This is an optimization exercise on Yosys and OpenROAD, whose aim is small area, not a production implementation. Only simulation tests tie the RTL to the original design; equivalence was not proved. Power figures rest on the tool's default switching activity, not on a simulated workload.

==> trial 56: inputs <==
==> flow/design.v (excerpt) <==
module la_capture_engine #(
  parameter int unsigned CHANNEL_COUNT  = 10,
  parameter int unsigned SAMPLE_DEPTH   = 160,
  parameter int unsigned PRESCALE_WIDTH = 16,
  localparam int unsigned AW = $clog2(SAMPLE_DEPTH),
  localparam int unsigned TW = (CHANNEL_COUNT > 1) ? $clog2(CHANNEL_COUNT) : 1
) (
  input  logic                      clk,
  input  logic                      reset,
  input  logic [CHANNEL_COUNT-1:0]  chan_in,
  input  logic [CHANNEL_COUNT-1:0]  chan_enable,
  input  logic                      arm,
  input  logic [TW-1:0]             trig_channel,
  input  logic [1:0]                trig_mode,
  input  logic [PRESCALE_WIDTH-1:0] prescale,
  input  logic [AW-1:0]             pretrig_count,
  input  logic [AW-1:0]             rd_addr,
  output logic [CHANNEL_COUNT-1:0]  rd_data,
  output logic [2:0]                cap_state,
  output logic                      done
);
==> flow/config.mk <==
export PLATFORM = sky130hd
export DESIGN_NAME = la_capture_engine
export DESIGN_NICKNAME = la_capture_engine
export VERILOG_FILES = /design/flow/design.v
export SDC_FILE = /design/flow/constraint.sdc
export NUM_CORES = 4
export LEC_CHECK = 0
export CAP_MARGIN = 20
export CORE_MARGIN = 2
export CORE_UTILIZATION = 45
export CTS_CLUSTER_DIAMETER = 120
export CTS_CLUSTER_SIZE = 24
export PLACE_DENSITY = 0.6
export SLEW_MARGIN = 20
export SYNTH_HIERARCHICAL = 1
==> flow/constraint.sdc <==
create_clock -name core_clock -period 4.4 [get_ports {clk}]
set_input_delay 0.8800 -clock core_clock [delete_from_list [all_inputs] [get_ports {clk}]]
set_output_delay 0.8800 -clock core_clock [all_outputs]
set_load 0.01 [all_outputs]
run.sh (not shown) runs the stock make flow with config.mk's settings and CLKGATE_MAP_FILE= SYNTH_SCRIPT=/design/flow/synth_recipe.tcl, a recipe that flattens the netlist after the stock synthesis.
==> trial 8 (differences from trial 56) <==
--- a/flow/design.v
+++ b/flow/design.v
@@ -25,36 +25,30 @@
   input  logic [1:0] s,
   output logic       y_n
 );
   assign y_n = ~|(d & s);
 endmodule
-module la_rd_gate (
-  input  logic [2:0] t_n,
-  input  logic       row_n,
-  output logic       y
-);
-  assign y = ~((&t_n) | row_n);
-endmodule
-module la_rd_row (
-  input  logic [7:0] d,
-  input  logic [7:0] s,
-  input  logic       row_n,
-  output logic       y
-);
-  logic [2:0] t_n;
-  la_rd_aoi3 u_a0 (.d(d[2:0]), .s(s[2:0]), .y_n(t_n[0]));
-  la_rd_aoi3 u_a1 (.d(d[5:3]), .s(s[5:3]), .y_n(t_n[1]));
-  la_rd_aoi2 u_a2 (.d(d[7:6]), .s(s[7:6]), .y_n(t_n[2]));
-  la_rd_gate u_g  (.t_n(t_n), .row_n(row_n), .y(y));
-endmodule
-module la_rd_or #(
-  parameter int unsigned N = 21
+module la_rd_bit #(
+  parameter int unsigned N = 176
 ) (
-  input  logic [N-1:0] a,
+  input  logic [N-1:0] d,
+  input  logic [N-1:0] s,
   output logic         y
 );
-  assign y = |a;
+  localparam int unsigned N3 = N / 3;
+  localparam int unsigned N2 = (N % 3 == 0) ? 0 : 1;
+  localparam int unsigned NT = N3 + N2;
+  logic [NT-1:0] t_n;
+  for (genvar i = 0; i < N3; i++) begin : g_a3
+    la_rd_aoi3 u (.d(d[3*i +: 3]), .s(s[3*i +: 3]), .y_n(t_n[i]));
+  end
+  if (N % 3 == 2) begin : g_a2
+    la_rd_aoi2 u (.d(d[N-1 -: 2]), .s(s[N-1 -: 2]), .y_n(t_n[NT-1]));
+  end else if (N % 3 == 1) begin : g_a1
+    assign t_n[NT-1] = ~(d[N-1] & s[N-1]);
+  end
+  assign y = ~&t_n;
 endmodule
 module la_capture_engine #(
   parameter int unsigned CHANNEL_COUNT  = 10,
   parameter int unsigned SAMPLE_DEPTH   = 160,
   parameter int unsigned PRESCALE_WIDTH = 16,
@@ -195,60 +189,56 @@
       end
     end else begin : g_move
       always_ff @(posedge clk) ring_q[p] <= ring_q[PF];
     end
   end
-  localparam int unsigned HW = AW - MW;
-  localparam int unsigned NH = (R + 2) / 2;       
-  logic [MW:0]              rd_lo_c;
-  logic [HW-1:0]            rd_hi_c;
-  logic                     rd_ok_c;
+  localparam int unsigned NE = (R + 1) * M;
+  logic [AW:0]              rd_sum_c;
+  logic [MW-1:0]            rd_c_c;
+  logic [AW-MW:0]           rd_q_c;
   logic                     rd_s_c;
+  logic [RW:0]              rd_p_sum_c;
+  logic [RW-1:0]            rd_p_c;
+  logic                     rd_ok_q;      
+  logic                     rd_s_q;
+  logic [RW-1:0]            rd_p_q;
+  logic [MW-1:0]            rd_c_q;
   logic [R:0]               rd_row_c;
-  logic [R:0]               rd_row_n_c;
   logic [M-1:0]             rd_col_c;
-  logic [CHANNEL_COUNT-1:0] rd_h0_q;      
-  logic [CHANNEL_COUNT-1:0] rd_h1_q;
-  assign rd_lo_c    = (MW+1)'(rd_addr[MW-1:0]) + (MW+1)'(f);
-  assign rd_hi_c    = rd_addr[AW-1:MW];
-  assign rd_ok_c    = !reset && (rd_addr < AW'(SAMPLE_DEPTH));
-  assign rd_s_c     = (rd_hi_c == HW'(R - 1));
-  logic [RW:0]  rd_u0_c, rd_u1_c;
-  logic [R-1:0] rd_r0_c, rd_r1_c;
-  assign rd_u0_c = (RW+1)'(u) + (RW+1)'(rd_hi_c);
-  assign rd_u1_c = rd_u0_c + (RW+1)'(1);
+  logic [NE-1:0]            rd_sel_c;
+  assign rd_sum_c   = (AW+1)'(rd_addr) + (AW+1)'(f);
+  assign rd_c_c     = rd_sum_c[MW-1:0];
+  assign rd_q_c     = rd_sum_c[AW:MW];
+  assign rd_s_c     = (rd_q_c == (AW-MW+1)'(R)) || ((rd_q_c == (AW-MW+1)'(R - 1)) && (rd_c_c >= f));
+  assign rd_p_sum_c = (RW+1)'(u) + (RW+1)'(rd_q_c) + (RW+1)'(1);
+  assign rd_p_c     = (rd_p_sum_c >= (RW+1)'(R)) ? RW'(rd_p_sum_c - (RW+1)'(R)) : RW'(rd_p_sum_c);
+  always_ff @(posedge clk) begin
+    rd_ok_q <= !reset && (rd_addr < AW'(SAMPLE_DEPTH));
+    rd_s_q  <= rd_s_c;
+    rd_p_q  <= rd_p_c;
+    rd_c_q  <= rd_c_c;
+  end
   for (genvar p = 0; p < R; p++) begin : g_row
-    assign rd_r0_c[p]  = (rd_u0_c == (RW+1)'(p)) || (rd_u0_c == (RW+1)'(p + R));
-    assign rd_r1_c[p]  = (rd_u1_c == (RW+1)'(p)) || (rd_u1_c == (RW+1)'(p + R));
-    assign rd_row_c[p] = rd_ok_c && !rd_s_c && (rd_lo_c[MW] ? rd_r1_c[p] : rd_r0_c[p]);
-  end
-  assign rd_row_c[R] = rd_ok_c && rd_s_c;
-  assign rd_row_n_c  = ~rd_row_c;
+    assign rd_row_c[p] = rd_ok_q && !rd_s_q && (rd_p_q == RW'(p));
+  end
+  assign rd_row_c[R] = rd_ok_q && rd_s_q;
   for (genvar c = 0; c < M; c++) begin : g_col
-    assign rd_col_c[c] = (rd_lo_c[MW-1:0] == MW'(c));
+    assign rd_col_c[c] = (rd_c_q == MW'(c));
+  end
+  for (genvar p = 0; p <= R; p++) begin : g_sel_r
+    for (genvar c = 0; c < M; c++) begin : g_sel_c
+      assign rd_sel_c[p*M + c] = rd_row_c[p] && rd_col_c[c];
+    end
   end
   for (genvar b = 0; b < CHANNEL_COUNT; b++) begin : g_rd
-    logic [R:0] rows;
-    logic       h0_c, h1_c;
+    logic [NE-1:0] col;
     for (genvar p = 0; p < R; p++) begin : g_r
-      logic [M-1:0] d;
       for (genvar c = 0; c < M; c++) begin : g_c
-        assign d[c] = ring_q[p][c*CHANNEL_COUNT + b];
-      end
-      la_rd_row u_row (.d(d), .s(rd_col_c), .row_n(rd_row_n_c[p]), .y(rows[p]));
-    end
-    begin : g_s
-      logic [M-1:0] d;
-      for (genvar c = 0; c < M; c++) begin : g_c
-        assign d[c] = sbuf[c][b];
-      end
-      la_rd_row u_row (.d(d), .s(rd_col_c), .row_n(rd_row_n_c[R]), .y(rows[R]));
-    end
-    la_rd_or #(.N(NH))         u_or0 (.a(rows[NH-1:0]), .y(h0_c));
-    la_rd_or #(.N(R + 1 - NH)) u_or1 (.a(rows[R:NH]),   .y(h1_c));
-    always_ff @(posedge clk) begin
-      rd_h0_q[b] <= h0_c;
-      rd_h1_q[b] <= h1_c;
-    end
-  end
-  assign rd_data = rd_h0_q | rd_h1_q;
-endmodule
+        assign col[p*M + c] = ring_q[p][c*CHANNEL_COUNT + b];
+      end
+    end
+    for (genvar c = 0; c < M; c++) begin : g_s
+      assign col[R*M + c] = sbuf[c][b];
+    end
+    la_rd_bit #(.N(NE)) u_bit (.d(col), .s(rd_sel_c), .y(rd_data[b]));
+  end
+endmodule
--- a/flow/config.mk
+++ b/flow/config.mk
@@ -6,10 +6,10 @@
 export NUM_CORES = 4
 export LEC_CHECK = 0
 export CAP_MARGIN = 20
 export CORE_MARGIN = 2
 export CORE_UTILIZATION = 45
-export CTS_CLUSTER_DIAMETER = 120
-export CTS_CLUSTER_SIZE = 24
+export CTS_BUF_LIST = sky130_fd_sc_hd__clkbuf_8
+export GPL_TIMING_DRIVEN = 0
 export PLACE_DENSITY = 0.6
 export SLEW_MARGIN = 20
 export SYNTH_HIERARCHICAL = 1
==> qor summary <==
item                                                                                          trial 8                 trial 56
Run status                                                                 complete, but fails checks  complete, no violations
Reasons for failing layout checks                                                        setup timing                        -
Highest Clock Rate                                                                            180 MHz                  239 MHz
Deepest level of the CTS H-tree                                                                     5                        3
Critical path start-end classification                                       flip-flop to output port   flip-flop to flip-flop
Nets@finish                                                                                      3972                     3797
Internal power summed over all cells                                                          26.5 mW                  22.9 mW
RSZ-0062 raised after global routing                                                             true                    false
Time the worst path needs with I/O delays and setup                                           5540 ps                  4180 ps
Nonclk buf count                                                                                  205                      230
Startpoint of the worst setup timing path                                                   rd_c_q[0]               ps_cnt[12]
Maximum vdd drop                                                                               244 uV                   284 uV
Number of setup violations in the final report                                                     10                        0
Number of standard cells in the layout, taps in and fillers out                                  5519                     5261
Total half-perimeter wirelength after legalization and detailed placement                      174 mm                  99.5 mm
Seq Cell Count                                                                                   1757                     1767
Number of diodes                                                                                   31                        1
Detailed Route Iter0 Violations                                                                  8950                     4845
Amount of wire on met2 after detailed routing                                                 97.0 mm                  69.1 mm
Compound-gate portion of the synthesized area                                                   12.5%                    17.4%
Total detailed-routing wirelength                                                              230 mm                   150 mm
Hold path startpoint                                                                   ring_q[15][20]            ring_q[3][23]

==> re-timing with driven ports <==
The results above use ideal ports. As a check the final layouts listed here were re-extracted and re-timed, cells and wires unchanged. Step 1 assumes that a clkbuf_16 drives the clock port and a buf_2 every other input. Step 2, shift: input delay + t, output delay - t, t = (earliest + latest rising clock arrival at the registers) / 2. This alone moves slack from input paths to output paths. Slacks: no drivers / after step 1 / after step 2; pairs: no drivers / after step 1.
| run | t (ns) | slack for setup (ns) | worst hold slack (ns) | worst setup path at the end | latest minus earliest clock arrival (ns) |
|---|---|---|---|---|---|
| trial 56 | 0.758 | 0.218 / 0.218 / -0.176 | 0.331 / 0.331 / 0.331 | input to register | 0.036 / 0.036 |
| trial 8 | 1.014 | -1.141 / -1.213 / -0.199 | 0.305 / 0.305 / 0.305 | register to output | 0.104 / 0.104 |
With both steps, setup timing fails in trial 56, where it was met with ideal ports. The setup slack of trial 56, which loses most, moves by 0.000 ns with the drivers and by -0.394 ns with both steps.
